This is an optimization exercise on Yosys and OpenROAD, whose aim is small area, not a production implementation. Function was checked by simulation only, so behaviour that the tests miss may differ from the original. Power figures rest on the tool's default switching activity, not on a simulated workload.

==> run a: inputs <==
==> flow/design.v (excerpt) <==
module box_overlay_top
#(
    parameter int H_DISP = 640,
    parameter int V_DISP = 480
)
(
    input  logic                         sys_clk,
    input  logic                         sys_rst_n,
    input  logic [3*8+2:0]          per,         
    input  logic                         cfg_req,
    input  logic [4-1:0]       cfg_addr,
    input  logic [(4*10+1)-1:0]            cfg_data,    
    output logic                         cfg_ack,
    output logic [3*8+2:0]          post         
);
    box_overlay_pkg::pixel_pos_t  pos;
    box_overlay_pkg::pixel_pos_t  pos_nxt;
    logic                         x_adv;
    logic                         x_clr;
    logic                         y_adv;
    logic                         y_clr;
    logic                         armed;
    logic                         hit_c;
    pixel_position
    #(
        .H_DISP (H_DISP),
        .V_DISP (V_DISP)
    )
    u_pixel_position
    (
        .sys_clk   (sys_clk),
        .sys_rst_n (sys_rst_n),
        .beat      (per),
        .pos       (pos),
        .pos_nxt   (pos_nxt),
        .x_adv     (x_adv),
        .x_clr     (x_clr),
        .y_adv     (y_adv),
        .y_clr     (y_clr),
        .armed     (armed)
    );
    box_table u_box_table
    (
        .sys_clk   (sys_clk),
        .sys_rst_n (sys_rst_n),
        .cfg_req   (cfg_req),
        .cfg_addr  (cfg_addr),
        .cfg_data  (cfg_data),
        .cfg_ack   (cfg_ack),
        .pos       (pos),
        .pos_nxt   (pos_nxt),
        .x_adv     (x_adv),
        .x_clr     (x_clr),
        .y_adv     (y_adv),
        .y_clr     (y_clr),
        .hit       (hit_c)
    );
    overlay_mixer u_overlay_mixer
    (
        .sys_clk   (sys_clk),
        .sys_rst_n (sys_rst_n),
        .beat      (per),
        .hit_c     (hit_c),
        .armed     (armed),
        .post      (post)
    );
endmodule
==> module box_table, before the edit <==
module box_table
(
    input  logic                        sys_clk,
    input  logic                        sys_rst_n,
    input  logic                        cfg_req,
    input  logic [4-1:0]      cfg_addr,
    input  box_overlay_pkg::box_rect_t  cfg_data,
    output logic                        cfg_ack,
    input  box_overlay_pkg::pixel_pos_t pos,
    input  box_overlay_pkg::pixel_pos_t pos_nxt,
    input  logic                        x_adv,
    input  logic                        x_clr,
    input  logic                        y_adv,
    input  logic                        y_clr,
    output logic                        hit
);
    logic                  wr_en;
    logic [3:0]            winit;
    logic [16-1:0] box_hit;
    assign wr_en = cfg_req && !cfg_ack;
    always_ff @(posedge sys_clk or negedge sys_rst_n)
    begin
        if (!sys_rst_n)
            cfg_ack <= 1'b0;
        else
            cfg_ack <= cfg_req;
    end
    function automatic logic gt(input logic [10-1:0] a, input logic [10-1:0] b);
        integer i;
        begin
            gt = 1'b0;
            for (i = 0; i < 10; i = i + 1)
                gt = (a[i] && !b[i]) || ((a[i] || !b[i]) && gt);
        end
    endfunction
    assign winit[0] = gt(pos_nxt.x, cfg_data.x_min) && !gt(pos_nxt.x, cfg_data.x_max);
    assign winit[1] = gt(pos_nxt.y, cfg_data.y_min) && !gt(pos_nxt.y, cfg_data.y_max);
    assign winit[2] = cfg_data.valid && gt(cfg_data.x_max, cfg_data.x_min);
    assign winit[3] = cfg_data.valid && gt(cfg_data.y_max, cfg_data.y_min);
    for (genvar i = 0; i < 16; i++)
    begin : g_slot
        box_edge_detect u_slot
        (
            .sys_clk   (sys_clk),
            .sys_rst_n (sys_rst_n),
            .we        (wr_en && cfg_addr == i),
            .wdata     (cfg_data),
            .winit     (winit),
            .pos       (pos),
            .x_adv     (x_adv),
            .x_clr     (x_clr),
            .y_adv     (y_adv),
            .y_clr     (y_clr),
            .hit       (box_hit[i])
        );
    end
    assign hit = |box_hit;
endmodule
==> module box_edge_detect, before the edit <==
module box_edge_detect
(
    input  logic                        sys_clk,
    input  logic                        sys_rst_n,
    input  logic                        we,
    input  box_overlay_pkg::box_rect_t  wdata,
    input  logic [3:0]                  winit,     
    input  box_overlay_pkg::pixel_pos_t pos,
    input  logic                        x_adv,
    input  logic                        x_clr,
    input  logic                        y_adv,
    input  logic                        y_clr,
    output logic                        hit
);
    logic [10-1:0] x_min;
    logic [10-1:0] y_min;
    logic [10-1:0] x_max;
    logic [10-1:0] y_max;
    logic                hx;
    logic                hy;
    logic                fx;
    logic                fy;
    logic                ex_min;
    logic                ex_max;
    logic                ey_min;
    logic                ey_max;
    assign ex_min = (pos.x == x_min);
    assign ex_max = (pos.x == x_max);
    assign ey_min = (pos.y == y_min);
    assign ey_max = (pos.y == y_max);
    assign hit    = (hx && (ey_min || ey_max) && fx && !ex_max) ||
                    (hy && (ex_min || ex_max) && fy && !ey_max);
    always_ff @(posedge sys_clk or negedge sys_rst_n)
    begin
        if (!sys_rst_n)
        begin
            hx <= 1'b0;
            hy <= 1'b0;
        end
        else if (we)
        begin
            hx <= winit[2];
            hy <= winit[3];
        end
    end
    always_ff @(posedge sys_clk)
    begin
        if (we)
        begin
            x_min <= wdata.x_min;
            y_min <= wdata.y_min;
            x_max <= wdata.x_max;
            y_max <= wdata.y_max;
        end
    end
    always_ff @(posedge sys_clk)
    begin
        if (we)
        begin
            fx <= winit[0];
            fy <= winit[1];
        end
        else
        begin
            fx <= !x_clr && (x_adv ? ((fx && !ex_max) || ex_min) : fx);
            fy <= !y_clr && (y_adv ? ((fy && !ey_max) || ey_min) : fy);
        end
    end
endmodule
==> module overlay_mixer, before the edit <==
module overlay_mixer
(
    input  logic                         sys_clk,
    input  logic                         sys_rst_n,
    input  box_overlay_pkg::video_beat_t beat,
    input  logic                         hit_c,
    input  logic                         armed,
    output box_overlay_pkg::video_beat_t post
);
    localparam logic [3*8-1:0] MARK = {8'(255), 8'(0),
                                            8'(0)};
    box_overlay_pkg::video_beat_t beat_d;
    logic                         hit;
    logic                         full;
    always_ff @(posedge sys_clk or negedge sys_rst_n)
    begin
        if (!sys_rst_n)
            full <= 1'b0;
        else
            full <= 1'b1;
    end
    always_ff @(posedge sys_clk)
    begin
        beat_d <= beat;
        hit    <= hit_c;
    end
    always_ff @(posedge sys_clk or negedge sys_rst_n)
    begin
        if (!sys_rst_n)
        begin
            post <= '0;
        end
        else
        begin
            post.vsync <= armed && beat_d.vsync;
            post.href  <= armed && beat_d.href;
            post.clken <= armed && beat_d.clken;
            if (armed && hit)
                post.pixel <= MARK;
            else if (full)
                post.pixel <= beat_d.pixel;
            else
                post.pixel <= '0;
        end
    end
endmodule
Settings: LEC_CHECK=0, CAP_MARGIN=10, CORE_MARGIN=2, CORE_UTILIZATION=75, SLEW_MARGIN=10; clock period 5.0 ns.
standard.sh (not shown) runs the stock make flow with config.mk's settings and CLKGATE_MAP_FILE= SYNTH_SCRIPT=/design/flow/synth_recipe.tcl, a recipe that flattens the netlist after the stock synthesis.
==> flow/flow/run.sh <==
#!/bin/bash
# The standard layout (the standard.sh, standard synthesis unchanged) with two
# changes: the port buffers are the smallest buffer, and clock tree synthesis adds
# no dummy loads. Each port still gets its own buffer.
set -euo pipefail
export BUFFER_PORTS_ARGS="-buffer_cell sky130_fd_sc_hd__buf_1"
export CTS_ARGS="-sink_clustering_enable -repair_clock_nets -dont_use_dummy_load -buf_list sky130_fd_sc_hd__clkbuf_8 -sink_clustering_size 15 -sink_clustering_max_diameter 40"
bash standard.sh > standard.log 2>&1
==> run b (differences from run a) <==
--- a/flow/design.v
+++ b/flow/design.v
@@ -95,7 +95,7 @@
     output logic                        hit
 );
     logic                  wr_en;
-    logic [3:0]            winit;
+    logic [3:0]            wpast;
     logic [16-1:0] box_hit;
     assign wr_en = cfg_req && !cfg_ack;
     always_ff @(posedge sys_clk or negedge sys_rst_n)
@@ -105,18 +105,10 @@
         else
             cfg_ack <= cfg_req;
     end
-    function automatic logic gt(input logic [10-1:0] a, input logic [10-1:0] b);
-        integer i;
-        begin
-            gt = 1'b0;
-            for (i = 0; i < 10; i = i + 1)
-                gt = (a[i] && !b[i]) || ((a[i] || !b[i]) && gt);
-        end
-    endfunction
-    assign winit[0] = gt(pos_nxt.x, cfg_data.x_min) && !gt(pos_nxt.x, cfg_data.x_max);
-    assign winit[1] = gt(pos_nxt.y, cfg_data.y_min) && !gt(pos_nxt.y, cfg_data.y_max);
-    assign winit[2] = cfg_data.valid && gt(cfg_data.x_max, cfg_data.x_min);
-    assign winit[3] = cfg_data.valid && gt(cfg_data.y_max, cfg_data.y_min);
+    assign wpast[0] = pos_nxt.x > cfg_data.x_min;
+    assign wpast[1] = pos_nxt.y > cfg_data.y_min;
+    assign wpast[2] = pos_nxt.x > cfg_data.x_max;
+    assign wpast[3] = pos_nxt.y > cfg_data.y_max;
     for (genvar i = 0; i < 16; i++)
     begin : g_slot
         box_edge_detect u_slot
@@ -125,7 +117,7 @@
             .sys_rst_n (sys_rst_n),
             .we        (wr_en && cfg_addr == i),
             .wdata     (cfg_data),
-            .winit     (winit),
+            .wpast     (wpast),
             .pos       (pos),
             .x_adv     (x_adv),
             .x_clr     (x_clr),
@@ -143,7 +135,7 @@
     input  logic                        sys_rst_n,
     input  logic                        we,
     input  box_overlay_pkg::box_rect_t  wdata,
-    input  logic [3:0]                  winit,     
+    input  logic [3:0]                  wpast,     
     input  box_overlay_pkg::pixel_pos_t pos,
     input  logic                        x_adv,
     input  logic                        x_clr,
@@ -151,36 +143,34 @@
     input  logic                        y_clr,
     output logic                        hit
 );
+    logic                valid;
     logic [10-1:0] x_min;
     logic [10-1:0] y_min;
     logic [10-1:0] x_max;
     logic [10-1:0] y_max;
-    logic                hx;
-    logic                hy;
-    logic                fx;
-    logic                fy;
+    logic                gx_min;
+    logic                gx_max;
+    logic                gy_min;
+    logic                gy_max;
     logic                ex_min;
     logic                ex_max;
     logic                ey_min;
     logic                ey_max;
+    logic                in_x;
+    logic                in_y;
     assign ex_min = (pos.x == x_min);
     assign ex_max = (pos.x == x_max);
     assign ey_min = (pos.y == y_min);
     assign ey_max = (pos.y == y_max);
-    assign hit    = (hx && (ey_min || ey_max) && fx && !ex_max) ||
-                    (hy && (ex_min || ex_max) && fy && !ey_max);
+    assign in_x   = gx_min && !gx_max && !ex_max;
+    assign in_y   = gy_min && !gy_max && !ey_max;
+    assign hit    = valid && (((ey_min || ey_max) && in_x) || ((ex_min || ex_max) && in_y));
     always_ff @(posedge sys_clk or negedge sys_rst_n)
     begin
         if (!sys_rst_n)
-        begin
-            hx <= 1'b0;
-            hy <= 1'b0;
-        end
+            valid <= 1'b0;
         else if (we)
-        begin
-            hx <= winit[2];
-            hy <= winit[3];
-        end
+            valid <= wdata.valid;
     end
     always_ff @(posedge sys_clk)
     begin
@@ -196,13 +186,14 @@
     begin
         if (we)
         begin
-            fx <= winit[0];
-            fy <= winit[1];
+            {gy_max, gx_max, gy_min, gx_min} <= wpast;
         end
         else
         begin
-            fx <= !x_clr && (x_adv ? ((fx && !ex_max) || ex_min) : fx);
-            fy <= !y_clr && (y_adv ? ((fy && !ey_max) || ey_min) : fy);
+            gx_min <= !x_clr && (gx_min || (x_adv && ex_min));
+            gx_max <= !x_clr && (gx_max || (x_adv && ex_max));
+            gy_min <= !y_clr && (gy_min || (y_adv && ey_min));
+            gy_max <= !y_clr && (gy_max || (y_adv && ey_max));
         end
     end
 endmodule
@@ -220,18 +211,18 @@
                                             8'(0)};
     box_overlay_pkg::video_beat_t beat_d;
     logic                         hit;
-    logic                         full;
     always_ff @(posedge sys_clk or negedge sys_rst_n)
     begin
         if (!sys_rst_n)
-            full <= 1'b0;
+        begin
+            beat_d <= '0;
+            hit    <= 1'b0;
+        end
         else
-            full <= 1'b1;
-    end
-    always_ff @(posedge sys_clk)
-    begin
-        beat_d <= beat;
-        hit    <= hit_c;
+        begin
+            beat_d <= beat;
+            hit    <= hit_c;
+        end
     end
     always_ff @(posedge sys_clk or negedge sys_rst_n)
     begin
@@ -246,10 +237,8 @@
             post.clken <= armed && beat_d.clken;
             if (armed && hit)
                 post.pixel <= MARK;
-            else if (full)
-                post.pixel <= beat_d.pixel;
             else
-                post.pixel <= '0;
+                post.pixel <= beat_d.pixel;
         end
     end
 endmodule
==> flow/run.sh (new file) <==
#!/bin/bash
# synth_recipe.tcl (not shown) runs the flow's synth.tcl, then flattens the netlist and writes it again
# the make line also repeats each setting of config.mk as NAME=value (left out here)
make -C /OpenROAD-flow-scripts/flow DESIGN_CONFIG=/design/flow/config.mk WORK_HOME=/design/flow/orfs CLKGATE_MAP_FILE= SYNTH_SCRIPT=/design/flow/synth_recipe.tcl finish
--- a/flow/config.mk
+++ b/flow/config.mk
@@ -5,7 +5,9 @@
 export SDC_FILE = /design/flow/constraint.sdc
 export NUM_CORES = 4
 export LEC_CHECK = 0
-export CAP_MARGIN = 10
+export CAP_MARGIN = 20
 export CORE_MARGIN = 2
-export CORE_UTILIZATION = 75
-export SLEW_MARGIN = 10
+export CORE_UTILIZATION = 40
+export CTS_BUF_LIST = sky130_fd_sc_hd__clkbuf_4 sky130_fd_sc_hd__clkbuf_8
+export CTS_CLUSTER_SIZE = 30
+export SLEW_MARGIN = 20
removed: flow/flow/run.sh
removed: flow/standard.sh
==> notes <==
Of run b and run a, run b has the higher area after synthesis (gap 3.6%, measured against run a).
In run b the die area is higher than in run a, by 92%.
In run a the combinational power is larger than in run b, by about 2%.
Between run a and run b, the lower clock skew is in run b (gap 36 ps).
First-iteration DRC count: run b is smaller than run a (33%).
Design area: run a is lower than run b (9.0%).
Routed wire length: run a is smaller than run b (9.0%).
Hold slack: run b is worse than run a (96 ps).

-- port drivers added, routing unchanged --
In the flow no input, the clock included, has a driving cell. The finished layouts below were timed again as built, in two steps. Step 1 sets driving cells, clkbuf_16 on the clock port and buf_2 on the other inputs (assumed; they add their load-dependent delay and slew). Step 2 also shifts input and output timing later by t, the mid clock arrival at the registers, as if the neighbouring blocks saw the same clock. Three values: ideal ports, drivers, drivers and shift; two values: the first two.
| run | t, ns | setup slack, ns | cell pins on the clock port's net |
|---|---|---|---|
| run a | 0.713 | 1.121 / 1.121 / 0.541 | 1 |
| run b | 0.838 | 0.906 / 0.906 / 0.329 | 1 |
After both steps setup and hold are still met in every run listed. The setup slack of run a, which loses most, moves by 0.000 ns with the drivers and by -0.580 ns with both steps.
